Background: an optimization exercise with open tools, aiming at small area, a short achievable clock period and few clock cycles per item. Do not read the settings as production practice.
The RTL was checked by simulation tests, not by an equivalence proof against the original design.
Power figures rest on the tool's default switching activity, not on a simulated workload.

--- flow/run.sh ---
#!/bin/bash
set -euo pipefail
bash standard.sh SETUP_SLACK_MARGIN=6.4 \
  "CTS_ARGS=-sink_clustering_enable -repair_clock_nets -dont_use_dummy_load" \
  finish > standard_flow.log 2>&1
--- standard.sh ---
#!/bin/bash
# synth_recipe.tcl (not shown) runs the flow's synth.tcl, then flattens the netlist and writes it again
# the make line also repeats each setting of config.mk as NAME=value (left out here)
make -C /OpenROAD-flow-scripts/flow DESIGN_CONFIG=/design/flow/config.mk WORK_HOME=/design/flow/orfs CLKGATE_MAP_FILE= SYNTH_SCRIPT=/design/flow/synth_recipe.tcl "${@:-finish}"
--- config.mk ---
export PLATFORM = sky130hd
export DESIGN_NAME = shared_exclusive_lock_table
export DESIGN_NICKNAME = shared_exclusive_lock_table
export VERILOG_FILES = /design/flow/design.v
export SDC_FILE = /design/flow/constraint.sdc
export NUM_CORES = 4
export LEC_CHECK = 0
export CAP_MARGIN = 20
export CORE_MARGIN = 2
export CORE_UTILIZATION = 55
export SETUP_SLACK_MARGIN = 5
export SLEW_MARGIN = 20
export SYNTH_MEMORY_MAX_BITS = 8192
export TNS_END_PERCENT = 5
--- constraint.sdc ---
create_clock -name core_clock -period 10.0 [get_ports {i_clk}]
set_input_delay 2.0000 -clock core_clock [delete_from_list [all_inputs] [get_ports {i_clk}]]
set_output_delay 2.0000 -clock core_clock [all_outputs]
set_load 0.01 [all_outputs]
--- design.v ---
`default_nettype none
package selt_pkg;
    localparam int unsigned ENTRIES_DEF       = 32;
    localparam int unsigned RESOURCE_BITS_DEF = 12;
    localparam int unsigned ROUTE_BITS_DEF    = 8;
    localparam int unsigned SEC_PER_MIN       = 60;
    localparam logic [2:0] MODE_LOCK       = 3'd0;
    localparam logic [2:0] MODE_UNLOCK     = 3'd1;
    localparam logic [2:0] MODE_UNLOCK_ALL = 3'd2;
    localparam logic [2:0] MODE_TICK       = 3'd3;
    localparam logic [2:0] MODE_QUERY      = 3'd4;
    localparam logic [1:0] KIND_EXCLUSIVE = 2'd0;
    localparam logic [1:0] KIND_SHARED    = 2'd1;
    localparam logic [1:0] KIND_OVERLAP   = 2'd2;
    localparam logic [1:0] KIND_INVALID   = 2'd3;
    localparam logic [1:0] RES_INVALID    = 2'd3;
    localparam logic [2:0] ST_OK        = 3'd0;
    localparam logic [2:0] ST_DISABLED  = 3'd1;
    localparam logic [2:0] ST_BAD_LOCK  = 3'd2;
    localparam logic [2:0] ST_BAD_RES   = 3'd3;
    localparam logic [2:0] ST_CONFLICT  = 3'd4;
    localparam logic [2:0] ST_NOT_FOUND = 3'd5;
    localparam logic [2:0] ST_FULL      = 3'd6;
    localparam logic [1:0] CFG_ENABLED  = 2'd0;
    localparam logic [1:0] CFG_MAX_MIN  = 2'd1;
    localparam logic [1:0] CFG_INTERVAL = 2'd2;
    typedef struct packed {
        logic [2:0]                   mode;
        logic [1:0]                   resource_kind;
        logic [RESOURCE_BITS_DEF-1:0] resource_number;
        logic [ROUTE_BITS_DEF-1:0]    route_number;
        logic [1:0]                   lock_kind;
        logic [15:0]                  timeout_minutes;
    } t_in_item;
    typedef struct packed {
        logic [2:0]  status;
        logic [6:0]  conflict_count;
        logic        is_locked;
        logic [6:0]  live_lock_count;
        logic [31:0] lease_end;
        logic [6:0]  purged_count;
    } t_out_item;
    typedef struct packed {
        logic start;    
        logic scan;     
        logic commit;   
        logic finish;   
    } t_cmd;
    typedef struct packed {
        logic rd_valid;   
        logic last;       
    } t_sts;
endpackage
`default_nettype wire
`default_nettype none
module shared_exclusive_lock_table #(
    parameter int unsigned ENTRIES = selt_pkg::ENTRIES_DEF
) (
    input  wire logic        i_clk,
    input  wire logic        i_rst_n,
    input  wire logic        i_valid,
    output logic             o_stall,
    input  wire logic [42:0] i_data,
    output logic             o_valid,
    input  wire logic        i_stall,
    output logic      [56:0] o_data,
    input  wire logic        i_cfg_valid,
    output logic             o_cfg_ready,
    input  wire logic [1:0]  i_cfg_index,
    input  wire logic [15:0] i_cfg_data
);
    localparam int N  = ENTRIES;
    localparam int AW = $clog2(N);
    localparam logic [2:0] C_NONE  = 3'd0;
    localparam logic [2:0] C_LEASE = 3'd1;
    localparam logic [2:0] C_CONF  = 3'd2;
    localparam logic [2:0] C_LIVE  = 3'd3;
    localparam logic [2:0] C_PURGE = 3'd4;
    logic        r_en;
    logic [15:0] r_maxmin;
    logic [15:0] r_interval;
    logic        r_cfg_rdy;
    logic [N-1:0]       t_v;
    logic [N-1:0][13:0] t_key;    
    logic [N-1:0][7:0]  t_rt;
    logic [N-1:0]       t_sh;     
    logic [N-1:0][31:0] t_exp;
    logic [N-1:0]       t_dead;   
    logic [N-1:0][15:0] t_seq;
    logic [15:0]        r_gcnt;
    logic        r_vld;
    logic [42:0] r_req;
    logic        r_due;     
    logic [31:0] r_now;     
    logic [31:0] r_now1;    
    logic [15:0] r_cd;      
    logic        r_stall;
    logic         x_vld, x_lock, x_unl, x_ua, x_tick, x_query, x_slow, x_lockok, x_sh;
    logic [2:0]   x_pst;
    logic [13:0]  x_key;
    logic [7:0]   x_rt;
    logic [N-1:0] x_m;
    logic [21:0]  x_prod;    
    logic        xo_vld;
    logic [2:0]  xo_st;
    logic [2:0]  xo_cls;
    logic [31:0] xo_pay;     
    logic        q0_vld, q1_vld;
    logic [56:0] q0, q1;
    logic [5:0]    eng_k;
    logic          eng_found;
    logic [AW-1:0] eng_best;
    logic [15:0]   eng_age;
    logic adv, pop, push, running;
    assign running = x_vld && x_slow && !(eng_k == 6'd34);
    assign adv     = !q1_vld && !running;
    assign pop     = q0_vld && !i_stall;
    assign push    = adv && xo_vld;
    logic [2:0]  p_mode;
    logic [13:0] p_key;
    logic [7:0]  p_rt;
    logic [1:0]  p_lk;
    logic [15:0] p_tmo;
    logic p_lock, p_unl, p_ua, p_tick, p_query, p_rk3, p_lk3, p_sh;
    assign p_mode  = r_req[42:40];
    assign p_key   = r_req[39:26];
    assign p_rt    = r_req[25:18];
    assign p_lk    = r_req[17:16];
    assign p_tmo   = r_req[15:0];
    assign p_lock  = p_mode == selt_pkg::MODE_LOCK;
    assign p_unl   = p_mode == selt_pkg::MODE_UNLOCK;
    assign p_ua    = p_mode == selt_pkg::MODE_UNLOCK_ALL;
    assign p_tick  = p_mode == selt_pkg::MODE_TICK;
    assign p_query = p_mode == selt_pkg::MODE_QUERY;
    assign p_rk3   = p_key[13:12] == selt_pkg::RES_INVALID;
    assign p_lk3   = p_lk == selt_pkg::KIND_INVALID;
    assign p_sh    = p_lk == selt_pkg::KIND_SHARED;
    logic [N-1:0] p_dead1, p_ucand;
    assign r_due = p_tick && (r_cd <= 16'd1);
    always_comb begin
        for (int i = 0; i < N; i++) begin
            p_dead1[i] = !(r_now1 == 32'd0) && (t_dead[i] || t_exp[i] == r_now1);
            p_ucand[i] = p_unl && !p_rk3 && t_key[i] == p_key && t_rt[i] == p_rt;
        end
    end
    logic [N-1:0] m_tab;
    always_comb begin
        for (int i = 0; i < N; i++) begin
            logic eqk, eqr, le;
            eqk = t_key[i] == p_key;
            eqr = t_rt[i] == p_rt;
            le  = p_tick ? p_dead1[i] : t_dead[i];
            m_tab[i] = (p_lock && eqk && !le && !(t_sh[i] && p_sh))
                    || (p_query && eqk && !le)
                    || (p_unl && !p_rk3 && eqk && eqr)
                    || (p_ua && eqr)
                    || (p_tick && r_due && le);
        end
    end
    logic f_eqk, f_eqr, f_le, p_fix;
    assign f_eqk = x_key == p_key;
    assign f_eqr = x_rt == p_rt;
    assign f_le  = p_tick ? (&r_now1) : (&r_now);
    assign p_fix = (p_lock && f_eqk && !f_le && !(x_sh && p_sh))
                || (p_query && f_eqk && !f_le)
                || (p_unl && !p_rk3 && f_eqk && f_eqr)
                || (p_ua && f_eqr)
                || (p_tick && r_due && f_le);
    logic [N-1:0] p_cand;
    logic p_one, p_two, p_slow;
    assign p_cand = t_v & p_ucand;
    always_comb begin
        logic o, t;
        o = 1'b0;
        t = 1'b0;
        for (int i = 0; i < N; i++) begin
            t = t || (o && p_cand[i]);
            o = o || p_cand[i];
        end
        p_one = o;
        p_two = t;
    end
    assign p_slow = p_unl && r_en && (p_two || (p_one && x_vld && x_lockok && p_fix));
    logic [2:0] p_pst;
    always_comb begin
        p_pst = selt_pkg::ST_OK;
        if (p_lock) begin
            if (!r_en) p_pst = selt_pkg::ST_DISABLED;
            else if (p_lk3) p_pst = selt_pkg::ST_BAD_LOCK;
            else if (p_rk3) p_pst = selt_pkg::ST_BAD_RES;
        end else if (p_unl || p_ua || p_tick) begin
            if (!r_en) p_pst = selt_pkg::ST_DISABLED;
        end
    end
    logic [21:0] p_t60, p_m60, p_prod;
    assign p_t60  = {p_tmo, 6'd0} - {4'd0, p_tmo, 2'd0};
    assign p_m60  = {r_maxmin, 6'd0} - {4'd0, r_maxmin, 2'd0};
    assign p_prod = (p_tmo < r_maxmin) ? ((p_tmo == 16'd0) ? 22'd60 : p_t60)
                                       : ((r_maxmin == 16'd0) ? 22'd60 : p_m60);
    logic [N-1:0] vm, freev, lowf, clr, we;
    logic any, hasfree, grant, complete;
    assign vm      = t_v & x_m;
    assign any     = |vm;
    assign freev   = ~t_v;
    assign hasfree = |freev;
    always_comb begin
        logic seen;
        seen = 1'b0;
        for (int i = 0; i < N; i++) begin
            lowf[i] = freev[i] && !seen;
            seen    = seen || freev[i];
        end
    end
    assign grant    = x_vld && x_lockok && !any && hasfree;
    assign complete = adv && x_vld;
    assign we       = (complete && grant) ? lowf : '0;
    always_comb begin
        clr = '0;
        if (x_vld && r_en && (x_ua || x_tick || (x_unl && !x_slow))) clr = vm;
        if (x_vld && x_unl && x_slow && eng_found) clr[eng_best] = 1'b1;
    end
    logic [2:0] x_st, x_cls;
    always_comb begin
        x_st  = x_pst;
        x_cls = C_NONE;
        if (x_lock) begin
            if (x_pst == selt_pkg::ST_OK) begin
                if (any) begin
                    x_st  = selt_pkg::ST_CONFLICT;
                    x_cls = C_CONF;
                end else if (!hasfree) begin
                    x_st = selt_pkg::ST_FULL;
                end else begin
                    x_cls = C_LEASE;
                end
            end
        end else if (x_unl) begin
            if (x_pst == selt_pkg::ST_OK && !(x_slow ? eng_found : any)) x_st = selt_pkg::ST_NOT_FOUND;
        end else if (x_ua || x_tick) begin
            if (x_pst == selt_pkg::ST_OK) x_cls = C_PURGE;
        end else if (x_query) begin
            x_cls = C_LIVE;
        end
    end
    logic [AW-1:0] eng_i;
    assign eng_i = eng_k[AW-1:0];
    logic          e1_vld, e1_c, e2_vld, e2_c;
    logic [AW-1:0] e1_i, e2_i;
    logic [15:0]   e1_seq, e2_age;
    logic          e2_take;
    logic [15:0]   eng_seq;    
    always_comb begin
        eng_seq = '0;
        for (int i = 0; i < N; i++) eng_seq = eng_seq | ((eng_i == AW'(i)) ? t_seq[i] : 16'd0);
    end
    assign e2_take = e2_vld && e2_c && (!eng_found || e2_age < eng_age);
    logic [32:0] x_sum;
    logic [31:0] x_lease;
    logic [22:0] x_lo;
    logic [9:0]  x_hi1;
    logic        x_sat;
    assign x_lo    = {1'b0, r_now[21:0]} + {1'b0, x_prod};
    assign x_hi1   = r_now[31:22] + 10'd1;
    assign x_sat   = x_lo[22] && (&r_now[31:22]);
    assign x_sum   = {x_sat, x_lo[22] ? x_hi1 : r_now[31:22], x_lo[21:0]};
    assign x_lease = x_sum[31:0] | {32{x_sat}};
    function automatic logic [3:0] pc8(input logic [7:0] b);
        logic [1:0] a0, a1, a2, a3;
        logic [2:0] c0, c1;
        a0 = {1'b0, b[0]} + {1'b0, b[1]};
        a1 = {1'b0, b[2]} + {1'b0, b[3]};
        a2 = {1'b0, b[4]} + {1'b0, b[5]};
        a3 = {1'b0, b[6]} + {1'b0, b[7]};
        c0 = {1'b0, a0} + {1'b0, a1};
        c1 = {1'b0, a2} + {1'b0, a3};
        pc8 = {1'b0, c0} + {1'b0, c1};
    endfunction
    logic [15:0] x_pcs;
    assign x_pcs = {pc8(vm[31:24]), pc8(vm[23:16]), pc8(vm[15:8]), pc8(vm[7:0])};
    logic [5:0]  pc;
    logic [56:0] res;
    always_comb begin
        pc = ({2'd0, xo_pay[3:0]} + {2'd0, xo_pay[7:4]}) + ({2'd0, xo_pay[11:8]} + {2'd0, xo_pay[15:12]});
    end
    assign res = {xo_st,
                  (xo_cls == C_CONF) ? {1'b0, pc} : 7'd0,
                  (xo_cls == C_LIVE) && (|xo_pay[15:0]),
                  (xo_cls == C_LIVE) ? {1'b0, pc} : 7'd0,
                  (xo_cls == C_LEASE) ? xo_pay : 32'd0,
                  (xo_cls == C_PURGE) ? {1'b0, pc} : 7'd0};
    logic r_vld_n, q1_vld_n, x_vld_n, x_slow_n, run_n, adv_n;
    logic [5:0] eng_k_n;
    assign r_vld_n  = r_stall ? 1'b1 : i_valid;
    assign q1_vld_n = q1_vld ? !pop : (push && q0_vld && !pop);
    assign x_vld_n  = adv ? r_vld : x_vld;
    assign x_slow_n = adv ? p_slow : x_slow;
    assign eng_k_n  = adv ? 6'd0 : (running ? eng_k + 6'd1 : eng_k);
    assign run_n    = x_vld_n && x_slow_n && !(eng_k_n == 6'd34);
    assign adv_n    = !q1_vld_n && !run_n;
    logic r_go, r_go_tick;
    assign r_go      = adv && r_vld;
    assign r_go_tick = r_go && p_tick;
    always_ff @(posedge i_clk) begin
        if (!i_rst_n) begin
            r_en       <= 1'b0;
            r_maxmin   <= 16'd1440;
            r_interval <= 16'd30;
            r_cfg_rdy  <= 1'b0;
            t_v        <= '0;
            r_gcnt     <= '0;
            r_vld      <= 1'b0;
            r_now      <= '0;
            r_now1     <= 32'd1;
            r_cd       <= '0;
            r_stall    <= 1'b0;
            x_vld      <= 1'b0;
            x_slow     <= 1'b0;
            xo_vld     <= 1'b0;
            q0_vld     <= 1'b0;
            q1_vld     <= 1'b0;
            eng_k      <= '0;
            eng_found  <= 1'b0;
            e1_vld     <= 1'b0;
            e2_vld     <= 1'b0;
        end else begin
            r_cfg_rdy <= !(r_vld || x_vld || xo_vld || q0_vld || q1_vld);
            if (i_cfg_valid && r_cfg_rdy) begin
                case (i_cfg_index)
                    selt_pkg::CFG_ENABLED:  r_en       <= i_cfg_data[0];
                    selt_pkg::CFG_MAX_MIN:  r_maxmin   <= i_cfg_data;
                    selt_pkg::CFG_INTERVAL: r_interval <= i_cfg_data;
                    default: ;
                endcase
            end
            r_stall <= r_vld_n && !adv_n;
            if (!r_stall) r_vld <= i_valid;
            if (r_go_tick) begin
                r_now  <= r_now1;
                r_now1 <= r_now1 + 32'd1;
                r_cd   <= (r_cd <= 16'd1) ? r_interval : r_cd - 16'd1;
            end
            if (adv) begin
                x_vld  <= r_vld;
                x_slow <= p_slow;
            end
            if (complete) begin
                t_v <= (t_v & ~clr) | we;
                if (grant) r_gcnt <= r_gcnt + 16'd1;
            end
            if (adv) xo_vld <= x_vld;
            eng_k <= eng_k_n;
            if (adv) begin
                eng_found <= 1'b0;
                e1_vld    <= 1'b0;
                e2_vld    <= 1'b0;
            end else begin
                e1_vld <= running && !eng_k[5];
                e2_vld <= e1_vld;
                if (e2_take) eng_found <= 1'b1;
            end
            if (pop || !q0_vld) q0_vld <= q1_vld || push;
            if (q1_vld) begin
                if (pop) q1_vld <= 1'b0;
            end else if (push && q0_vld && !pop) begin
                q1_vld <= 1'b1;
            end
        end
    end
    always_ff @(posedge i_clk) begin
        if (!r_stall) begin
            r_req <= i_data;
        end
        if (adv) begin
            x_lock   <= p_lock;
            x_unl    <= p_unl;
            x_ua     <= p_ua;
            x_tick   <= p_tick;
            x_query  <= p_query;
            x_lockok <= p_lock && r_en && !p_lk3 && !p_rk3;
            x_sh     <= p_sh;
            x_pst    <= p_pst;
            x_key    <= p_key;
            x_rt     <= p_rt;
            x_prod   <= p_prod;
            xo_st    <= x_st;
            xo_cls   <= x_cls;
            xo_pay   <= (x_cls == C_LEASE) ? x_lease : {16'd0, x_pcs};
            for (int i = 0; i < N; i++) x_m[i] <= we[i] ? p_fix : m_tab[i];
        end
        for (int i = 0; i < N; i++) begin
            if (we[i]) t_dead[i] <= r_go_tick ? (&r_now1) : (&r_now);
            else if (r_go_tick) t_dead[i] <= p_dead1[i];
            if (we[i]) begin
                t_key[i] <= x_key;
                t_rt[i]  <= x_rt;
                t_sh[i]  <= x_sh;
                t_exp[i] <= x_lease;
                t_seq[i] <= r_gcnt;
            end
        end
        e1_i   <= eng_i;
        e1_c   <= t_v[eng_i] && x_m[eng_i];
        e1_seq <= eng_seq;
        e2_i   <= e1_i;
        e2_c   <= e1_c;
        e2_age <= r_gcnt - e1_seq;
        if (e2_take) begin
            eng_best <= e2_i;
            eng_age  <= e2_age;
        end
        if (pop || !q0_vld) q0 <= q1_vld ? q1 : res;
        if (!q1_vld && push && q0_vld && !pop) q1 <= res;
    end
    assign o_stall     = r_stall;
    assign o_valid     = q0_vld;
    assign o_data      = q0;
    assign o_cfg_ready = r_cfg_rdy;
endmodule
`default_nettype wire
==> qor.csv, run 1 <==
metric,value,unit
routed_wire_length_per_instance,35.7,um
placement.io_buffers,122,
rsz0062_at_grt,true,
ys_seq_elements,2819,
synth_flop_cell,edfxtp_1,
gp_congestion,0.924,
switching_share,21.3,%
dr.pass1.iters,6,
number_of_cells_after_detailed_placement,11057,
post_synth_fa_ha_maj_area_fraction,1.78,%
cellInternalPower,0.0187,W
timing.setup.tns,0,ns
holdPathStages,0,
worstSetupEndpointType,flop,
finalHoldViolations,0,
final_max_tran_viols,0,
path_max_fanout,18,
coreArea,217000,um2
final_cells,11686,
vdd_drop_max,191,uV
path_class,flop to flop,
clock_skew,0.0826,ns
synthDistinctLibCells,89,
layout_worst_path_cycle_share,39.7,%
cp.arrival,4.73,ns
nets,9041,
p_seq_share,54.8,%
share_clk_of_total_power,40.4,%
drt-vias-per-instance,6.46,
number_of_flops_mapped_to_enable_cells_by_yosys,2597,
start_util,55.3,%
timing.final.setup_violations,0,
ys_warn_count,1,
hp-class,flop to flop,
cts-root-to-sink-buffers,4,
dieArea,222000,um2
drv_cap,0,
highest_attainable_clock_frequency,252,MHz
post-synth-top-area-fraction,65.0,%
post_route_cells_drive_above_1_share,14.2,%
synth_largest_area_cell,edfxtp_1,
critical_path.reg2reg.startpoint,r_now1[16],
timing_worst_slew_pin_value,1.20,ns
place_ws,3.74,ns
yosys-top-cells-area,"edfxtp_1 (65%), xnor2_1 (9.2%), xor2_1 (4.3%), dfxtp_1 (3.7%), nand4_1 (2.1%)",
setup_ws,6.03,ns
syn_area_per_cell,14.6,um2
switchingPower,0.00504,W
yosysSeqAreaShare,68.7,%
cts_max_level,5,
synth.cells.most_frequent,"edfxtp_1 (2597), xnor2_1 (1259), xor2_1 (593), nand2_1 (440), nand4_1 (406)",
required,10.76,ns
syn_to_final_growth,16.0,%
vias_in_the_first_global_route,70317,
ctsHoldBuffers,0,
min_delay_worst_endpoint,e2_i[0],
grt_antenna_before_repair,29,
syn_area,120000,um2
route.vias.total,75482,
syn_inst,8205,
simple_gate_share_of_the_synthesized_area,7.78,%
drtIter0Drc,10382,
ys_async_sr_fraction,0,%
rrSetupSlack,6.03,ns
hold_path_startpoint,e1_i[0],
timing.reg2reg.worst_path_depth,9,
remaining_drc_errors,0,
fp.dieW,471,um
drt_wl_total,417000,um
power_leakage,46.0,nW
synth_xor_xnor_area_share,13.5,%
slew_headroom,19.4,%
grt_max_degree,102,
fp_rows,171,
finalWorstPathRequiredPeriod,3.97,ns
ant_nets,0,
type_of_origin_of_the_critical_path,flop,
globalRoute.totalOverflow,0,
cts.reportedPaths.clkPinSlew,0.06,ns
synth_top_family_by_area,XOR/XNOR gates,
cellPowerDensity,170,nW/um2
outcome,"complete, no violations",
grt_first_pass_wirelength,558000,um
cts_tree,done,
post-dp-hpwl,232000,um
endpoint_of_the_lowest_slack_register_to_register_path,x_m[4],
power.combinational.fraction,4.8,%
muxShareOfSynthArea,1.01,%
clock_tree.root_cell,clkbuf_16,
tritoncts_num_sinks,2819,
chipHeight,471,um
post-synth-top-count-cell,edfxtp_1,
grt_usage,36.3,%
numCtsBuffers,308,
area_fraction_in_compound_gates_after_synthesis,5.25,%
clock_latency,0.96,ns
num_io_pins,126,
[cell usage in the layout, fill, tap and decap left out, types with 23 or more instances in the layout]
| cell type | Yosys | routed |
|---|---|---|
| edfxtp_1 | 2597 | 2597 |
| xnor2_1 | 1259 | 1255 |
| xor2_1 | 593 | 590 |
| nand2_1 | 440 | 412 |
| nand4_1 | 406 | 406 |
| buf_4 | 13 | 353 |
| clkbuf_16 | 0 | 325 |
| nor2_1 | 278 | 250 |
| a21oi_1 | 248 | 242 |
| nor4_1 | 217 | 174 |
| dfxtp_1 | 222 | 171 |
| inv_1 | 154 | 147 |
| o21ai_0 | 144 | 139 |
| a22oi_1 | 125 | 125 |
| ha_1 | 127 | 122 |
| nand3_1 | 91 | 80 |
| clkdlybuf4s50_1 | 0 | 79 |
| a22o_1 | 67 | 67 |
| buf_12 | 0 | 64 |
| nor3_1 | 85 | 62 |
| a221oi_1 | 61 | 61 |
| mux2_2 | 56 | 55 |
| buf_6 | 27 | 55 |
| and2_1 | 55 | 54 |
| or3_1 | 47 | 45 |
| buf_16 | 0 | 44 |
| dlygate4sd2_1 | 0 | 40 |
| mux2i_1 | 36 | 36 |
| dfxtp_4 | 0 | 36 |
| a211oi_1 | 38 | 35 |
| a222oi_1 | 33 | 33 |
| a21o_1 | 33 | 32 |
| and3_1 | 30 | 29 |
| a31oi_1 | 32 | 28 |
| nor4_2 | 0 | 28 |
| o22ai_1 | 28 | 28 |
| nand2b_1 | 29 | 24 |
| nor2_4 | 0 | 23 |
| fa_1 | 26 | 23 |
[critical path, cell delays in order, from the launching register on]
cell,delay [ns]
dfxtp_4,0.45
buf_4,0.43
buf_4,0.52
xnor2_1,0.19
nand4_1,0.14
nor4_2,0.47
nand4_1,0.84
a21oi_1,0.45
a21oi_1,0.10
mux2i_1,0.18
[routing by layer]
metal  GRT usage, %  share of wire [%]  up-vias
li1               -                  -    31619
met1           48.7                 38    38691
met2           57.7                 47     4290
met3           7.56                 10      872
met4           15.3                5.0       10
met5              0              0.013        -
[per-stage QoR]
step | util, % | area (um2) | hold slack [ns] | total power [W]
finish | 64.2 | 139000 | 0.314 | 0.0237
global route | 64.2 | 139000 | 0.316 | 0.0242
CTS | 63.1 | 137000 | 0.313 | 0.0237
detailed placement | 58.1 | 126000 | 0.313 | 0.0143
global placement | 58.0 | 126000 | 0.312 | 0.0142
floorplan | - | 120000 | 0.310 | 0.0137
[worst max path at each step]
stage | startpoint | end | slack [ns]
finish | r_now1[16] | x_m[4] | 6.03
global route | x_prod[2] | xo_pay[22] | 6.00
CTS | r_req[38] | r_stall | 6.08
detailed placement | eng_k[3] | t_seq[483] | 3.74
global placement | eng_k[3] | t_exp[804] | 3.74
floorplan | eng_k[3] | x_m[24] | 4.65
[power groups by stage]
stage               clock network (W)  logic, W  registers, W
global placement                    0   0.00101        0.0132
detailed placement                  0   0.00102        0.0132
global route                   0.0101   0.00118        0.0130
CTS                           0.00965   0.00106        0.0130
floorplan                           0  0.000482        0.0132
finish                        0.00957   0.00115        0.0130
[registers in the layout (all words and copies together), names as in the netlist, 20 cells and up]
signal  count
t_exp    1024
t_seq     512
t_key     448
t_rt      256
q0         54
q1         54
r_req      43
r_now1     32
r_now      32
t_dead     32
t_sh       32
t_v        32
x_m        32
xo_pay     32
x_prod     20
[layout make-up]
class | count | area (um2)
antenna | 12 | 30.0
clock buffer | 308 | 7710
fill | 15792 | 77700
inverter | 156 | 609
multi-input combinational | 4854 | 36900
sequential | 2819 | 82600
tap | 2854 | 3570
timing repair buffer | 683 | 7830
[cells by family after synthesis]
family	Yosys count
compound gates	935
xor+xnor	1852
fa+ha+maj	156
buf+inv	549
flops	2819
mux	102
other cells	1
simple gates	1791
[timing repair]
item / CTS / global route
endpoints found under the setup margin: 3712 / 2857
gates resized for setup: 360 / 142
pin swaps: 47 / 63
setup buffers: 103 / 136
cloned: 48 / 21
hold endpoints to repair: 0 / 0
Testbench counts, summed over its fixed seeds: cycles 3,266, items 3,200.
==> run 2, diff against run 1 <==
==> flow/run.sh (replaced) <==
#!/bin/bash
set -euo pipefail
bash standard.sh SETUP_SLACK_MARGIN=6.4 \
  "CTS_ARGS=-sink_clustering_enable -repair_clock_nets -dont_use_dummy_load -sink_clustering_size 30 -sink_clustering_max_diameter 80" \
  finish > standard_flow.log 2>&1
==> qor.csv, run 2 <==
metric,value,unit,change
drt-vias-per-instance,6.46,,about the same
timing_worst_slew_pin_value,1.26,ns,+0.0547 ns
slew_headroom,15.7,%,-3.7 points
cpLargestDelayFamily,simple AND/OR/NAND/NOR gates,,
post-synth-top-count-cell,edfxtp_1,,
fp_rows,171,,unchanged
placement.io_buffers,122,,unchanged
fp.dieW,471,um,unchanged
number_of_flops_mapped_to_enable_cells_by_yosys,2597,,unchanged
cts_max_level,4,,-1
crit_path_max_incr_delay,0.89,ns,+0.05 ns
p_seq_share,63.9,%,+9.1 points
required,10.67,ns,-0.09 ns
post-route-util,62.5,%,-1.7 points
syn_to_final_growth,13.0,%,
highest_attainable_clock_frequency,249,MHz,-1.2%
clock_latency,0.85,ns,-0.11 ns
power.combinational.fraction,5.9,%,+1.1 points
vdd_drop_max,181,uV,-5.3%
post_route_cells_drive_above_1_share,12.9,%,-1.3 points
cp.arrival,4.68,ns,-0.05 ns
most_common_cell_after_layout_fill_and_taps_aside,edfxtp_1,,
post-synth-top-area-fraction,65.0,%,unchanged
synthDistinctLibCells,89,,unchanged
synth_largest_area_cell,edfxtp_1,,
dieArea,222000,um2,unchanged
synth_flop_cell,edfxtp_1,,
timing.final.setup_violations,0,,unchanged
num_io_pins,126,,unchanged
path_max_fanout,14,,-4
crit_chain,"buf_4, buf_4, xnor2_1, nand4_1, nor4_1, a41oi_1, nor2_1, a21oi_1, mux2i_1",,
ys_seq_elements,2819,,unchanged
cellPowerDensity,150,nW/um2,-12%
power_leakage,44.2,nW,-4.1%
dr.pass1.iters,8,,+2
route.vias.total,74668,,-1.1%
clock_skew,0.0818,ns,-0.000795 ns
cts_tree,done,,
cellInternalPower,0.0158,W,-15%
share_clk_of_total_power,30.2,%,-10 points
drv_cap,0,,unchanged
clock_tree.root_cell,clkbuf_16,,
chipHeight,471,um,unchanged
remaining_drc_errors,0,,unchanged
drtIter0Drc,10484,,+0.98%
ys_warn_count,1,,unchanged
layout_worst_path_cycle_share,40.2,%,+0.46 points
cp.buffers_inverters,2,,unchanged
globalRoute.totalOverflow,0,,unchanged
syn_area,120000,um2,unchanged
start_util,55.3,%,unchanged
coreArea,217000,um2,unchanged
largest_reg_flops,1024,,unchanged
grt_max_degree,102,,unchanged
hp-class,flop to flop,,
tritoncts_num_sinks,2819,,unchanged
ctsHoldBuffers,0,,unchanged
cts-root-to-sink-buffers,3,,-1
switchingPower,0.00446,W,-11%
critPathMostFrequentCell,buf_4,,
cts.reportedPaths.clkPinSlew,0.11,ns,+0.05 ns
grt_first_pass_wirelength,549000,um,-1.6%
finalHoldViolations,0,,unchanged
grt_antenna_before_repair,27,,-6.9%
rsz0062_at_grt,true,,
final_max_tran_viols,0,,unchanged
ys_async_sr_fraction,0,%,unchanged
worstSetupEndpointType,flop,,
switching_share,22.0,%,+0.72 points
type_of_origin_of_the_critical_path,flop,,
gp_congestion,0.924,,unchanged
vias_in_the_first_global_route,68634,,-2.4%
regMostFlops,t_exp,,
syn_inst,8205,,unchanged
finalWorstPathRequiredPeriod,4.02,ns,+0.0464 ns
yosys-top-cells-area,"edfxtp_1 (65%), xnor2_1 (9.2%), xor2_1 (4.3%), dfxtp_1 (3.7%), nand4_1 (2.1%)",,
numCtsBuffers,143,,-54%
grt_usage,35.6,%,-0.62 points
largest_registers,"t_exp: 1024 flops, t_seq: 512 flops, t_key: 448 flops",,
ant_nets,0,,unchanged
path_class,flop to flop,,
yosysSeqAreaShare,68.7,%,unchanged
nets,8900,,-1.6%
synth.cells.most_frequent,"edfxtp_1 (2597), xnor2_1 (1259), xor2_1 (593), nand2_1 (440), nand4_1 (406)",,
post-dp-hpwl,232000,um,unchanged
timing.setup.tns,0,ns,unchanged
syn_area_per_cell,14.6,um2,unchanged
routed_wire_length_per_instance,35.7,um,about the same
outcome,"complete, no violations",,
drt_wl_total,412000,um,-1.0%
final_cell_mix,"edfxtp_1 (2597), xnor2_1 (1255), xor2_1 (590)",,
timing.critical_path.slowest_stage_cell,nor4_1,,
run 2: cell counts after synthesis:
Identical to the previous run, type by type.
run 2: cell families after synthesis:
kind of cell	synth area share (%)
muxes	1.01
adders and majority gates	1.78
xor gates and xnor gates	13.5
other	0.00312
AOI/OAI and AO/OA	5.25
DFF	68.7
buffers and inverters	1.98
and+or+nand+nor	7.78
run 2: routing by layer:
metal	vias to the layer above	track usage, %	routed length (um)
met5	-	0	61
met4	8	14.2	20600
met3	780	6.25	40900
met2	4306	57.5	193000
met1	38292	48.4	157000
li1	31282	-	-
run 2: final cells by class:
cell class	count	area, um2
Fill cell	16198	81300
Antenna cell	28	70.1
Clock buffer	143	3580
Multi-Input combinational cell	4850	37000
Tap cell	2854	3570
Sequential cell	2819	82600
Inverter	156	609
Timing Repair Buffer	711	8270
run 2: metrics by stage:
step | instances | total power [W] | setup slack [ns] | hold slack (ns) | cell area (um2)
5_1_grt | 11551 | 0.0207 | 5.96 | 0.272 | 136000
3_5_place_dp | 11057 | 0.0143 | 3.74 | 0.313 | 126000
2_1_floorplan | 8207 | 0.0137 | 4.65 | 0.310 | 120000
4_1_cts | 11345 | 0.0202 | 6.10 | 0.269 | 133000
3_3_place_gp | 11053 | 0.0142 | 3.74 | 0.312 | 126000
6_report | 11561 | 0.0203 | 5.98 | 0.271 | 136000
run 2: repair_timing:
| action | in CTS | in global routing |
|---|---|---|
| setup endpoints to repair | 3714 | 2822 |
| endpoints found under the hold margin | 0 | 0 |
| pin swaps | 36 | 65 |
| gates resized for setup | 336 | 171 |
| setup buffers | 103 | 161 |
| gates cloned | 42 | 25 |
run 2: power by group through the flow:
stage / sequential, W / clock, W / combinational (W)
final: 0.0130 / 0.00613 / 0.00121
after global routing: 0.0130 / 0.00653 / 0.00124
after CTS: 0.0130 / 0.00617 / 0.00107
after detailed placement: 0.0132 / 0 / 0.00102
after global placement: 0.0132 / 0 / 0.00101
after floorplan: 0.0132 / 0 / 0.000482
run 2: worst paths after layout:
path                   from      end  slack, ns  depth (start not counted)
setup / recovery  r_now1[9]  x_m[10]       5.98                          9
hold / removal      e1_i[0]  e2_i[0]       0.27                          0
setup reg to reg  r_now1[9]  x_m[10]       5.98                          9
hold reg to reg     e1_i[0]  e2_i[0]       0.27                          0
==> run 3, diff against run 2 <==
--- a/design.v
+++ b/design.v
@@ -95,2 +95,4 @@
     logic [31:0] r_now1;    
+    logic [31:0] r_now2;    
+    logic [N-1:0] t_dn;     
     logic [15:0] r_cd;      
@@ -141,3 +143,3 @@
         for (int i = 0; i < N; i++) begin
-            p_dead1[i] = !(r_now1 == 32'd0) && (t_dead[i] || t_exp[i] == r_now1);
+            p_dead1[i] = !(r_now1 == 32'd0) && (t_dead[i] || t_dn[i]);
             p_ucand[i] = p_unl && !p_rk3 && t_key[i] == p_key && t_rt[i] == p_rt;
@@ -302,2 +304,4 @@
     assign r_go_tick = r_go && p_tick;
+    logic [31:0] r_now1_n;
+    assign r_now1_n  = r_go_tick ? r_now2 : r_now1;
     always_ff @(posedge i_clk) begin
@@ -313,2 +317,3 @@
             r_now1     <= 32'd1;
+            r_now2     <= 32'd2;
             r_cd       <= '0;
@@ -338,3 +343,4 @@
                 r_now  <= r_now1;
-                r_now1 <= r_now1 + 32'd1;
+                r_now1 <= r_now2;
+                r_now2 <= r_now2 + 32'd1;
                 r_cd   <= (r_cd <= 16'd1) ? r_interval : r_cd - 16'd1;
@@ -390,2 +396,3 @@
         for (int i = 0; i < N; i++) begin
+            t_dn[i] <= we[i] ? (&r_now1_n) : (t_exp[i] == r_now1_n);
             if (we[i]) t_dead[i] <= r_go_tick ? (&r_now1) : (&r_now);
==> flow/run.sh (replaced) <==
#!/bin/bash
set -euo pipefail
bash standard.sh SETUP_SLACK_MARGIN=6.3 MATCH_CELL_FOOTPRINT=0 \
  "BUFFER_PORTS_ARGS=-buffer_cell sky130_fd_sc_hd__buf_4" \
  "CTS_ARGS=-sink_clustering_enable -repair_clock_nets -dont_use_dummy_load -sink_clustering_size 24 -sink_clustering_max_diameter 80" \
  finish > standard_flow.log 2>&1
--- a/config.mk
+++ b/config.mk
@@ -13,2 +13 @@
 export SYNTH_MEMORY_MAX_BITS = 8192
-export TNS_END_PERCENT = 5
==> qor.csv, run 3 <==
metric,value,unit,change
start_util,55.4,%,+0.064 points
muxShareOfSynthArea,1.31,%,+0.30 points
number_of_flops_mapped_to_enable_cells_by_yosys,2597,,unchanged
timing_worst_slew_pin_value,1.63,ns,+0.375 ns
timing.critical_path.slowest_stage_cell,edfxtp_1,,
yosys-top-cells-area,"edfxtp_1 (63%), xnor2_1 (9.1%), dfxtp_1 (4.6%), xor2_1 (4.1%), nor4_1 (2.1%)",,
chipHeight,477,um,+1.3%
post-synth-top-count-cell,edfxtp_1,,
share_clk_of_total_power,30.8,%,+0.6 points
syn_area_per_cell,14.6,um2,-0.49%
post_synth_fa_ha_maj_area_fraction,1.73,%,-0.058 points
finalHoldViolations,0,,unchanged
cellPowerDensity,150,nW/um2,+0.13%
worst_setup_path_startpoint,x_m[1],,
fillCellCount,16732,,+3.3%
ctsHoldBuffers,0,,unchanged
largest_registers,"t_exp: 1024 flops, t_seq: 512 flops, t_key: 448 flops",,
clock_skew,0.0829,ns,+0.00105 ns
cpLargestDelayFamily,simple AND/OR/NAND/NOR gates,,
num_io_pins,126,,unchanged
post-synth-top-area-fraction,63.3,%,-1.7 points
synth_top_family_by_area,XOR/XNOR gates,,
ys_warn_count,1,,unchanged
power,0.0208,W,+2.5%
tritoncts_num_sinks,2883,,+2.3%
cp.buffers_inverters,7,,+5
final_max_tran_viols,5,,+5
synth.cells.most_frequent,"edfxtp_1 (2597), xnor2_1 (1281), xor2_1 (578), nand2_1 (440), nor4_1 (417)",,
placement.io_buffers,122,,unchanged
worstSetupEndpointType,flop,,
p_seq_share,63.5,%,-0.4 points
drtIter0Drc,12538,,+20%
syn_inst,8467,,+3.2%
vias_in_the_first_global_route,72559,,+5.7%
power_leakage,45.2,nW,+2.4%
regMostFlops,t_exp,,
worst_hold_slack,0.327,ns,+0.0564 ns
slew_headroom,-9.11,%,-25 points
ys_seq_elements,2883,,+2.3%
gp_congestion,0.987,,+6.8%
finalWorstPathRequiredPeriod,3.77,ns,-0.251 ns
clock_tree.root_cell,clkbuf_16,,
cts-root-to-sink-buffers,3,,unchanged
post-route-util,62.4,%,-0.15 points
synthDistinctLibCells,101,,+13%
most_common_cell_after_layout_fill_and_taps_aside,edfxtp_1,,
timing.setup.tns,0,ns,unchanged
regArea,83800,um2,+1.4%
path_max_fanout,10,,-4
syn_to_final_growth,12.6,%,
cts.reportedPaths.clkPinSlew,0.10,ns,about the same
routed_wire_length_per_instance,36.4,um,+2.1%
drt_wl_total,434000,um,+5.3%
area_fraction_in_compound_gates_after_synthesis,5.19,%,-0.063 points
dieArea,228000,um2,+2.7%
rsz0062_at_grt,true,,
hold_path_startpoint,e1_c,,
coreArea,223000,um2,+2.6%
final_cell_mix,"edfxtp_1 (2597), xnor2_1 (1279), xor2_1 (570)",,
multiInputGateArea,39200,um2,+6.0%
cellInternalPower,0.0162,W,+2.2%
synth_largest_area_cell,edfxtp_1,,
post_route_cells_drive_above_1_share,14.0,%,+1.1 points
timing.final.setup_violations,0,,unchanged
critical_path.reg2reg.startpoint,x_m[1],,
simple_gate_share_of_the_synthesized_area,8.74,%,+0.95 points
switchingPower,0.00462,W,+3.5%
clock_latency,0.87,ns,+0.02 ns
crit_path_max_incr_delay,0.42,ns,-0.47 ns
path_class,flop to flop,,
route.vias.total,78535,,+5.2%
synth_xor_xnor_area_share,13.2,%,-0.30 points
fp_rows,173,,+1.2%
nets,9151,,+2.8%
largest_reg_flops,1024,,unchanged
hp-class,flop to flop,,
cts_max_level,4,,unchanged
drv_cap,1,,+1
vdd_drop_max,165,uV,-8.9%
remaining_drc_errors,0,,unchanged
globalRoute.totalOverflow,0,,unchanged
dr.pass1.iters,9,,+1
type_of_origin_of_the_critical_path,flop,,
switching_share,22.2,%,+0.22 points
crit_chain,"nand2_2, buf_4, buf_4, ha_1, nand4_1, nor4_2, nand2_2, nor3b_4, buf_6, nand3_4, nor2_4, nand4_1, buf_6, nor3_4, buf_12, buf_16, clkbuf_16",,
yosysSeqAreaShare,67.9,%,-0.76 points
syn_area,123000,um2,+2.7%
grt_usage,36.7,%,+1.1 points
layout_worst_path_cycle_share,37.7,%,-2.5 points
synth_flop_cell,edfxtp_1,,
required,10.52,ns,-0.15 ns
fp.dieW,477,um,+1.3%
grt_antenna_before_repair,31,,+15%
cp.arrival,4.29,ns,-0.39 ns
ys_async_sr_fraction,0,%,unchanged
ant_nets,0,,unchanged
outcome,failed layout checks,,
grt_first_pass_wirelength,582000,um,+6.0%
post-dp-hpwl,247000,um,+6.2%
grt_max_degree,126,,+24%
cts_tree,done,,
so_faults,"capacitance limit, slew limit",,
power.combinational.fraction,5.7,%,-0.2 points
highest_attainable_clock_frequency,265,MHz,+6.7%
numCtsBuffers,151,,+5.6%
drt-vias-per-instance,6.59,,+2.0%
## run 3: changes by cell type after synthesis, sizes merged, moves of 30 or more
cell     before  now
buf         179  222
a22o         67   27
a21oi       248  109
a2111oi       2   32
a22oi       125  186
a21boi        6   96
nor4        218  419
clkbuf      214  158
dfxtp       222  286
nor2b        25   59
nand4       406  283
and2         55  105
## run 3: power groups by stage
| stage | Combinational, W | Clock (W) | Sequential, W |
|---|---|---|---|
| finish | 0.00118 | 0.00640 | 0.0132 |
| detailed placement | 0.00107 | 0 | 0.0135 |
| global route | 0.00121 | 0.00684 | 0.0132 |
| global placement | 0.00106 | 0 | 0.0135 |
| CTS | 0.00112 | 0.00644 | 0.0132 |
| floorplan | 0.000508 | 0 | 0.0135 |
## run 3: metrics by stage
| stage | worst slack, ns | std cells | instance area [um2] |
|---|---|---|---|
| 3_5_place_dp | 3.54 | 11446 | 129000 |
| 5_1_grt | 6.12 | 11907 | 139000 |
| 2_1_floorplan | 4.82 | 8469 | 124000 |
| 4_1_cts | 6.04 | 11731 | 136000 |
| 6_report | 6.23 | 11919 | 139000 |
| 3_3_place_gp | 3.67 | 11444 | 129000 |
## run 3: cell families after synthesis
logic type | Yosys count
other | 1
buffers and inverters | 528
xor gates and xnor gates | 1859
muxes | 125
DFF | 2883
AOI/OAI and AO/OA | 910
and+or+nand+nor | 2006
adders and majority gates | 155
## run 3: final timing paths
check / slack (ns) / to / cells past startpoint
worst min-delay path: 0.33 / e2_c / 0
worst min register to register: 0.33 / e2_c / 0
worst max register to register: 6.23 / t_seq[331] / 17
worst max-delay path: 6.23 / t_seq[331] / 17
## run 3: routing by layer
metal  GRT usage [%]  vias to the layer above  wire length, um
li1                -                    32312                -
met1            53.8                    40231           173000
met2            54.4                     5076           189000
met3            6.88                      902            50400
met4            14.6                       14            21900
met5               0                        -              357
## run 3: layout make-up
cell class                 count  area share [%]
sequential                  2883            60.3
inverter                     148           0.416
multi-input combinational   5067            28.2
clock buffer                 151            2.72
antenna                       13          0.0234
timing repair buffer         680            5.57
tap                         2975            2.68
timing repair inverter         2          0.0108
## run 3: what timing repair did
item                                     CTS  global route
buffers inserted                         106           152
gates resized for setup                  434           226
pin swaps                                 49            43
endpoints found under the setup margin  3561          2202
cloned                                    28            22
Testbench counts of run 3, summed over its fixed seeds: cycles 3,266, items 3,200.
==> run 4, diff against run 3 <==
--- a/design.v
+++ b/design.v
@@ -108,3 +108,4 @@
     logic [2:0]  xo_cls;
-    logic [31:0] xo_pay;     
+    logic [31:0] xo_lease;
+    logic [15:0] xo_pcs;     
     logic        q0_vld, q1_vld;
@@ -114,6 +115,7 @@
     logic [AW-1:0] eng_best;
-    logic [15:0]   eng_age;
+    logic [16:0]   eng_key;    
+    logic          adv_r;      
     logic adv, pop, push, running;
     assign running = x_vld && x_slow && !(eng_k == 6'd34);
-    assign adv     = !q1_vld && !running;
+    assign adv     = adv_r;
     assign pop     = q0_vld && !i_stall;
@@ -250,3 +252,15 @@
     logic [AW-1:0] e1_i, e2_i;
-    logic [15:0]   e1_seq, e2_age;
+    logic [15:0]   e1_seq;
+    logic [16:0]   e2_key;
+    function automatic logic gt17(input logic [16:0] a, input logic [16:0] b);
+        logic [16:0] g, q;
+        g = a & ~b;
+        q = ~(a ^ b);
+        for (int w = 1; w < 17; w = w * 2)
+            for (int i = 0; i + w < 17; i = i + 2 * w) begin
+                g[i] = g[i + w] | (q[i + w] & g[i]);
+                q[i] = q[i + w] & q[i];
+            end
+        gt17 = g[0];
+    endfunction
     logic          e2_take;
@@ -257,3 +271,3 @@
     end
-    assign e2_take = e2_vld && e2_c && (!eng_found || e2_age < eng_age);
+    assign e2_take = e2_vld && e2_c && (!eng_found || gt17(e2_key, eng_key));
     logic [32:0] x_sum;
@@ -284,3 +298,3 @@
     always_comb begin
-        pc = ({2'd0, xo_pay[3:0]} + {2'd0, xo_pay[7:4]}) + ({2'd0, xo_pay[11:8]} + {2'd0, xo_pay[15:12]});
+        pc = ({2'd0, xo_pcs[3:0]} + {2'd0, xo_pcs[7:4]}) + ({2'd0, xo_pcs[11:8]} + {2'd0, xo_pcs[15:12]});
     end
@@ -288,5 +302,5 @@
                   (xo_cls == C_CONF) ? {1'b0, pc} : 7'd0,
-                  (xo_cls == C_LIVE) && (|xo_pay[15:0]),
+                  (xo_cls == C_LIVE) && (|xo_pcs),
                   (xo_cls == C_LIVE) ? {1'b0, pc} : 7'd0,
-                  (xo_cls == C_LEASE) ? xo_pay : 32'd0,
+                  (xo_cls == C_LEASE) ? xo_lease : 32'd0,
                   (xo_cls == C_PURGE) ? {1'b0, pc} : 7'd0};
@@ -320,2 +334,3 @@
             r_stall    <= 1'b0;
+            adv_r      <= 1'b1;
             x_vld      <= 1'b0;
@@ -340,2 +355,3 @@
             r_stall <= r_vld_n && !adv_n;
+            adv_r   <= adv_n;
             if (!r_stall) r_vld <= i_valid;
@@ -392,3 +408,4 @@
             xo_cls   <= x_cls;
-            xo_pay   <= (x_cls == C_LEASE) ? x_lease : {16'd0, x_pcs};
+            xo_lease <= x_lease;
+            xo_pcs   <= x_pcs;
             for (int i = 0; i < N; i++) x_m[i] <= we[i] ? p_fix : m_tab[i];
@@ -412,6 +429,6 @@
         e2_c   <= e1_c;
-        e2_age <= r_gcnt - e1_seq;
+        e2_key <= {!gt17({1'b0, e1_seq}, {1'b0, r_gcnt}), e1_seq};
         if (e2_take) begin
             eng_best <= e2_i;
-            eng_age  <= e2_age;
+            eng_key  <= e2_key;
         end
==> qor.csv, run 4 <==
metric,value,unit,change
cp.arrival,4.30,ns,about the same
hp-class,flop to flop,,
syn_area,123000,um2,about the same
syn_area_per_cell,14.8,um2,+1.3%
ant_nets,0,,unchanged
critical_path.reg2reg.startpoint,x_prod[2],,
clock_skew,0.107,ns,+0.0245 ns
num_io_pins,126,,unchanged
routed_wire_length_per_instance,39.2,um,+7.5%
ys_async_sr_fraction,0,%,unchanged
start_util,55.3,%,about the same
timing.final.setup_violations,0,,unchanged
path_class,flop to flop,,
timing.critical_path.slowest_stage_cell,mux2_4,,
holdPathStages,0,,unchanged
endpoint_of_the_lowest_slack_register_to_register_path,xo_lease[31],,
ys_warn_count,1,,unchanged
tritoncts_num_sinks,2902,,+0.66%
numCtsBuffers,152,,+0.66%
highest_attainable_clock_frequency,266,MHz,+0.22%
crit_chain,"ha_2, inv_2, fa_2, nand2b_4, a21oi_4, o211a_1, o2111ai_2, nand3_2, o41ai_4, o211a_4, buf_12, buf_6, nor3b_4, o211ai_1, mux2_4, buf_12",,
syn_to_final_growth,12.6,%,about the same
cellPowerDensity,154,nW/um2,+2.7%
path_max_fanout,17,,+7
timing.reg2reg.worst_path_depth,16,,-1
drt-vias-per-instance,6.69,,+1.5%
vdd_drop_max,167,uV,+1.2%
final_cell_mix,"edfxtp_1 (2614), xnor2_1 (1482), xor2_1 (365)",,
timing_worst_slew_pin_value,1.16,ns,-0.475 ns
synth.cells.most_frequent,"edfxtp_1 (2614), xnor2_1 (1482), nand2_1 (382), nor4_1 (379), nor2_1 (372)",,
critPathMostFrequentCell,buf_12,,
chipHeight,477,um,about the same
ys_seq_elements,2902,,+0.66%
fp.dieW,477,um,about the same
finalHoldViolations,0,,unchanged
layout_worst_path_cycle_share,37.6,%,-0.081 points
cp.buffers_inverters,4,,-3
required,10.54,ns,+0.02 ns
coreArea,223000,um2,unchanged
slew_headroom,22.8,%,+32 points
cts-root-to-sink-buffers,3,,unchanged
post-synth-top-area-fraction,63.7,%,+0.46 points
yosys-top-cells-area,"edfxtp_1 (64%), xnor2_1 (11%), dfxtp_1 (4.7%), xor2_1 (2.6%), nor4_1 (1.9%)",,
drt_wl_total,462000,um,+6.4%
most_common_cell_after_layout_fill_and_taps_aside,edfxtp_1,,
final_max_tran_viols,0,,-5
post-synth-top-count-cell,edfxtp_1,,
synthDistinctLibCells,102,,+0.99%
timing.setup.tns,0,ns,unchanged
globalRoute.totalOverflow,0,,unchanged
gp_congestion,1.02,,+3.2%
largest_reg_flops,1024,,unchanged
outcome,"complete, no violations",,
cpLargestDelayFamily,compound AO/OA/AOI/OAI gates,,
worstSetupEndpointType,flop,,
drv_cap,0,,-1
drtIter0Drc,12507,,-0.25%
grt_antenna_before_repair,51,,+65%
design_area,139000,um2,-0.10%
grt_first_pass_wirelength,607000,um,+4.3%
synth_largest_area_cell,edfxtp_1,,
cts_max_level,4,,unchanged
yosysSeqAreaShare,68.4,%,+0.50 points
regMostFlops,t_exp,,
final_cells,11797,,-1.0%
grt_max_degree,79,,-37%
place_ws,4.22,ns,+0.689 ns
power_leakage,45.3,nW,+0.29%
synth_flop_cell,edfxtp_1,,
largest_registers,"t_exp: 1024 flops, t_seq: 512 flops, t_key: 448 flops",,
route.vias.total,78881,,+0.44%
clock_latency,0.88,ns,about the same
number_of_flops_mapped_to_enable_cells_by_yosys,2614,,+0.65%
post_route_cells_drive_above_1_share,12.9,%,-1.1 points
setup_ws,6.24,ns,+0.00814 ns
post-dp-hpwl,244000,um,-1.2%
vias_in_the_first_global_route,72288,,-0.37%
fillCellCount,16584,,-0.88%
rsz0062_at_grt,true,,
dieArea,228000,um2,about the same
type_of_origin_of_the_critical_path,flop,,
power,0.0213,W,+2.6%
post_dp_cell_area,128000,um2,-0.55%
crit_path_max_incr_delay,0.43,ns,about the same
number_of_cells_after_detailed_placement,11338,,-0.94%
placement.io_buffers,122,,unchanged
syn_inst,8350,,-1.4%
remaining_drc_errors,0,,unchanged
rrSetupSlack,6.24,ns,about the same
fp_rows,173,,unchanged
cts.reportedPaths.clkPinSlew,0.09,ns,about the same
grt_usage,38.8,%,+2.1 points
cts_tree,done,,
clock_tree.root_cell,clkbuf_16,,
hold_path_startpoint,e1_i[3],,
dr.pass1.iters,9,,unchanged
finalWorstPathRequiredPeriod,3.76,ns,-0.00814 ns
nets,9007,,-1.6%
min_delay_worst_endpoint,e2_i[3],,
run 4: cell types whose count changed after synthesis, moves of 53 or more:
cell      delta
nor2_1      +81
xnor2_1    +201
buf_2      -102
nand2_1     -58
a21boi_0    -90
xor2_1     -209
a21oi_1     +89
buf_4       +82
and2_1      -53
run 4: worst register-to-register path: stages, from the launching register on:
cell	delay, ns
edfxtp_1	0.38
ha_2	0.20
inv_2	0.04
fa_2	0.33
nand2b_4	0.16
a21oi_4	0.15
o211a_1	0.20
o2111ai_2	0.12
nand3_2	0.13
o41ai_4	0.09
o211a_4	0.29
buf_12	0.13
buf_6	0.11
nor3b_4	0.28
o211ai_1	0.17
mux2_4	0.43
buf_12	0.20
run 4: worst max-delay path by stage:
stage                          from           end  slack, ns  cells after the start
after floorplan               adv_r       x_m[15]       4.87                      6
after global placement    r_req[42]      t_dn[11]       4.34                     12
after detailed placement  r_req[42]      t_dn[11]       4.22                     12
after CTS                 r_now[24]       r_stall       6.20                     12
after global routing      x_prod[2]  xo_lease[31]       6.14                     16
final                     x_prod[2]  xo_lease[31]       6.24                     16
run 4: cell type report:
| type | count | area (um2) | share of cell area [%] |
|---|---|---|---|
| Inverter | 163 | 676 | 0.487 |
| Tap cell | 2975 | 3720 | 2.68 |
| Antenna cell | 35 | 87.6 | 0.0632 |
| Clock buffer | 152 | 3800 | 2.74 |
| Sequential cell | 2902 | 84300 | 60.8 |
| Multi-Input combinational cell | 4940 | 38000 | 27.4 |
| Timing Repair Buffer | 630 | 8090 | 5.84 |
run 4: repair_timing:
item	in CTS	in global routing
cloned	82	39
pin swaps	51	28
setup buffers	94	56
endpoints found under the hold margin	0	0
hold buffers	0	0
setup endpoints to repair	2463	1693
resized for setup	485	143
run 4: where the power goes:
part           internal (W)  switching, W  leakage [nW]  total (W)
registers            0.0133     0.0000435          26.7     0.0133
clock network       0.00271       0.00375          1.87    0.00647
logic              0.000493       0.00109          16.8    0.00158
run 4: routing by layer:
metal  GRT usage [%]  share of wire [%]
met1            53.0                 37
met2            59.2                 44
met3            9.04                 12
met4            18.2                6.3
met5               0              0.040
run 4: cells by family (layout without fill, tap and decap cells):
family | after synthesis | in the layout | share of synthesized area, %
DFF | 2902 | 2902 | 68.4
and+or+nand+nor | 1860 | 1880 | 7.97
other | 1 | 38 | 0.00304
buffers and inverters | 535 | 945 | 2.19
xor gates and xnor gates | 1851 | 1851 | 13.2
AOI/OAI and AO/OA | 919 | 920 | 5.04
muxes | 129 | 133 | 1.52
adders and majority gates | 153 | 153 | 1.70
run 4: per-stage QoR:
step / util [%] / hold WS (ns)
6_report: 62.3 / 0.333
3_3_place_gp: 57.7 / 0.310
4_1_cts: 61.4 / 0.334
2_1_floorplan: - / 0.310
3_5_place_dp: 57.7 / 0.312
5_1_grt: 62.3 / 0.336
Testbench counts of run 4, summed over its fixed seeds: cycles 3,266, items 3,200.
==> run 5, diff against run 4 <==
--- a/config.mk
+++ b/config.mk
@@ -9,3 +9,3 @@
 export CORE_MARGIN = 2
-export CORE_UTILIZATION = 55
+export CORE_UTILIZATION = 60
 export SETUP_SLACK_MARGIN = 5
==> qor.csv, run 5 <==
metric,value,unit,change
synth_xor_xnor_area_share,13.2,%,unchanged
route.vias.total,78684,,-0.25%
post_dp_cell_area,128000,um2,-0.34%
layout_worst_path_cycle_share,38.5,%,+0.94 points
final_max_tran_viols,0,,unchanged
ant_nets,0,,unchanged
cts_max_level,4,,unchanged
dieArea,209000,um2,-8.3%
post-dp-hpwl,233000,um,-4.2%
muxShareOfSynthArea,1.52,%,unchanged
synth_flop_cell,edfxtp_1,,
coreArea,204000,um2,-8.2%
power,0.0212,W,-0.79%
grt_antenna_before_repair,46,,-9.8%
fillCellCount,14097,,-15%
outcome,"complete, no violations",,
finalWorstPathRequiredPeriod,3.85,ns,+0.0944 ns
hp-class,flop to flop,,
yosysSeqAreaShare,68.4,%,unchanged
worstSetupEndpointType,flop,,
largest_reg_flops,1024,,unchanged
syn_inst,8350,,unchanged
type_of_origin_of_the_critical_path,flop,,
routed_wire_length_per_instance,38.1,um,-2.8%
drt_wl_total,438000,um,-5.2%
syn_area_per_cell,14.8,um2,unchanged
switchingPower,0.00478,W,-2.1%
drtIter0Drc,13318,,+6.5%
drt-vias-per-instance,6.84,,+2.3%
post-synth-top-area-fraction,63.7,%,unchanged
placement.io_buffers,122,,unchanged
p_seq_share,62.8,%,+0.5 points
crit_path_max_incr_delay,0.39,ns,-0.04 ns
fp.dieW,457,um,-4.2%
drv_cap,0,,unchanged
nets,8975,,-0.36%
most_common_cell_after_layout_fill_and_taps_aside,edfxtp_1,,
holdPathStages,0,,unchanged
cpLargestDelayFamily,compound AO/OA/AOI/OAI gates,,
chipHeight,457,um,-4.2%
finalHoldViolations,0,,unchanged
timing.critical_path.slowest_stage_cell,edfxtp_1,,
design_area,138000,um2,-0.56%
clock_skew,0.0808,ns,-0.0266 ns
path_max_fanout,16,,-1
dr.pass1.iters,6,,-3
tritoncts_num_sinks,2902,,unchanged
synthDistinctLibCells,102,,unchanged
grt_usage,39.8,%,+1.0 points
rsz0062_at_grt,true,,
yosys-top-cells-area,"edfxtp_1 (64%), xnor2_1 (11%), dfxtp_1 (4.7%), xor2_1 (2.6%), nor4_1 (1.9%)",,
post_synth_fa_ha_maj_area_fraction,1.70,%,unchanged
crit_chain,"ha_2, inv_2, fa_2, nand2b_4, a21oi_4, o211a_1, o2111ai_2, nand3_2, o41ai_4, o211a_1, buf_6, nor3b_4, buf_6, o21bai_4, buf_12, buf_6, clkbuf_16, o21ai_4, buf_12",,
cts_tree,done,,
critPathMostFrequentCell,buf_6,,
cp.arrival,4.50,ns,+0.20 ns
syn_area,123000,um2,unchanged
simple_gate_share_of_the_synthesized_area,7.97,%,unchanged
ys_async_sr_fraction,0,%,unchanged
synth_largest_area_cell,edfxtp_1,,
numCtsBuffers,151,,-0.66%
timing.setup.tns,0,ns,unchanged
timing.final.setup_violations,0,,unchanged
start_util,60.3,%,+4.9 points
clock_latency,0.86,ns,-0.02 ns
cts-root-to-sink-buffers,3,,unchanged
grt_first_pass_wirelength,576000,um,-5.1%
number_of_flops_mapped_to_enable_cells_by_yosys,2614,,unchanged
worst_hold_slack,0.333,ns,+0.00000100 ns
num_io_pins,126,,unchanged
ys_warn_count,1,,unchanged
synth_top_family_by_area,XOR/XNOR gates,,
syn_to_final_growth,12.0,%,
final_cell_mix,"edfxtp_1 (2614), xnor2_1 (1480), nand2_1 (366)",,
critical_path_depth,19,,+3
cp.buffers_inverters,7,,+3
timing_worst_slew_pin_value,1.23,ns,+0.0682 ns
cts.reportedPaths.clkPinSlew,0.08,ns,about the same
share_clk_of_total_power,30.2,%,about the same
timing.reg2reg.worst_path_depth,19,,+3
globalRoute.totalOverflow,0,,unchanged
switching_share,22.6,%,-0.31 points
slew_headroom,18.3,%,-4.5 points
largest_registers,"t_exp: 1024 flops, t_seq: 512 flops, t_key: 448 flops",,
synth.cells.most_frequent,"edfxtp_1 (2614), xnor2_1 (1482), nand2_1 (382), nor4_1 (379), nor2_1 (372)",,
area_fraction_in_compound_gates_after_synthesis,5.04,%,unchanged
power.combinational.fraction,7.0,%,-0.4 points
cellPowerDensity,154,nW/um2,-0.23%
vdd_drop_max,179,uV,+7.4%
path_class,flop to flop,,
gp_congestion,1.04,,+2.5%
post-synth-top-count-cell,edfxtp_1,,
grt_max_degree,77,,-2.5%
required,10.64,ns,+0.10 ns
remaining_drc_errors,0,,unchanged
ys_seq_elements,2902,,unchanged
post_route_cells_drive_above_1_share,12.6,%,-0.33 points
regMostFlops,t_exp,,
cellInternalPower,0.0164,W,-0.39%
fp_rows,166,,-4.0%
power_leakage,45.1,nW,-0.59%
vias_in_the_first_global_route,72159,,-0.18%
clock_tree.root_cell,clkbuf_16,,
highest_attainable_clock_frequency,260,MHz,-2.4%
-- run 5: cell types whose count changed in the layout (fill, tap and decap cells not counted), moves of 4 or more --
cell and change:
dfxtp_1 +5, buf_6 -16, diode_2 +22, dfxtp_2 -5, buf_12 +16, buf_4 -16
nand2_8 +10, buf_8 +4, buf_16 -8, clkbuf_16 -25, nor4_4 +4
-- run 5: repair_timing --
action,4_1_cts,5_1_grt
pin swaps,47,37
resized for setup,467,202
hold buffers,0,0
cloned,49,46
setup buffers,94,61
setup endpoints to repair,2689,1819
-- run 5: metal layers --
metal | share of wire (%) | global-route usage [%]
met5 | 0.084 | 0
met4 | 6.2 | 19.0
met3 | 13 | 9.66
met2 | 44 | 60.4
met1 | 36 | 54.5
-- run 5: layout make-up --
class | count | area (um2) | share of cell area, %
tap | 2688 | 3360 | 2.44
clock buffer | 151 | 3780 | 2.74
antenna | 57 | 143 | 0.103
multi-input combinational | 4950 | 38300 | 27.8
timing repair buffer | 587 | 7360 | 5.34
sequential | 2902 | 84300 | 61.1
inverter | 163 | 661 | 0.479
timing repair inverter | 2 | 17.5 | 0.0127
-- run 5: through the flow --
stage	worst slack, ns	instances	util [%]
after CTS	6.03	11334	66.3
after global routing	6.03	11452	67.4
after detailed placement	4.45	11040	62.6
after global placement	4.53	11037	62.6
final	6.15	11500	67.5
after floorplan	4.87	8352	-
-- run 5: worst reg2reg max path, stage by stage, from the launching register on --
cell and delay, ns:
edfxtp_1 0.39, ha_2 0.21, inv_2 0.04, fa_2 0.34, nand2b_4 0.17, a21oi_4 0.12, o211a_1 0.21, o2111ai_2 0.13
nand3_2 0.12, o41ai_4 0.08, o211a_1 0.28, buf_6 0.13, nor3b_4 0.20, buf_6 0.16, o21bai_4 0.09, buf_12 0.15
buf_6 0.11, clkbuf_16 0.16, o21ai_4 0.26, buf_12 0.31
-- run 5: cells by family (layout without fill, tap and decap cells) --
kind of cell / count (synthesis) / count (layout)
compound gates: 919 / 919
xor+xnor: 1851 / 1851
fa+ha+maj: 153 / 153
buf+inv: 535 / 903
flops: 2902 / 2902
mux: 129 / 132
other cells: 1 / 60
simple gates: 1860 / 1892
-- run 5: final timing paths --
check,startpoint,slack [ns],to
max,x_prod[2],6.15,t_exp[596]
min,e1_c,0.33,e2_c
max reg2reg,x_prod[2],6.15,t_exp[596]
min reg2reg,e1_c,0.33,e2_c
-- run 5: power by group through the flow --
stage	combinational (W)	sequential [W]	clock, W
2_1_floorplan	0.000483	0.0136	0
3_3_place_gp	0.00101	0.0136	0
3_5_place_dp	0.00102	0.0136	0
4_1_cts	0.00126	0.0133	0.00640
5_1_grt	0.00148	0.0133	0.00678
6_report	0.00148	0.0133	0.00640

## separate check: timing with driven ports
How much do the figures lean on ideal ports? The routed layouts below were timed once more, with nothing changed but the port constraints. Step 1 sets driving cells, clkbuf_16 on the clock port and buf_2 on the other inputs (assumed; they add their load-dependent delay and slew). Step 2, shift: input delay + t, output delay - t, t = (earliest + latest rising clock arrival at the registers) / 2. This alone moves slack from input paths to output paths. a / b / c = ideal / step 1 / step 2; a / b = the first two.
run | shift t [ns] | setup WS [ns] | clock arrival spread, ns | slew at the worst register clock pin (ns) | worst slew at a driven data input, ns
run 1 | 1.017 | 6.029 / 5.973 / 5.343 | 0.083 / 0.082 | 0.06 / 0.06 | 0.06
run 2 | 0.910 | 5.982 / 5.982 / 5.563 | 0.082 / 0.082 | 0.11 / 0.11 | 0.06
run 3 | 0.913 | 6.233 / 6.233 / 6.216 | 0.093 / 0.093 | 0.11 / 0.11 | 0.07
run 4 | 0.919 | 6.241 / 6.241 / 5.621 | 0.109 / 0.109 | 0.10 / 0.10 | 0.12
run 5 | 0.925 | 6.147 / 6.147 / 5.955 | 0.096 / 0.096 | 0.10 / 0.10 | 0.13
For run 1, which loses most, drivers alone change the setup slack by -0.056 ns; drivers and shift together by -0.686 ns.
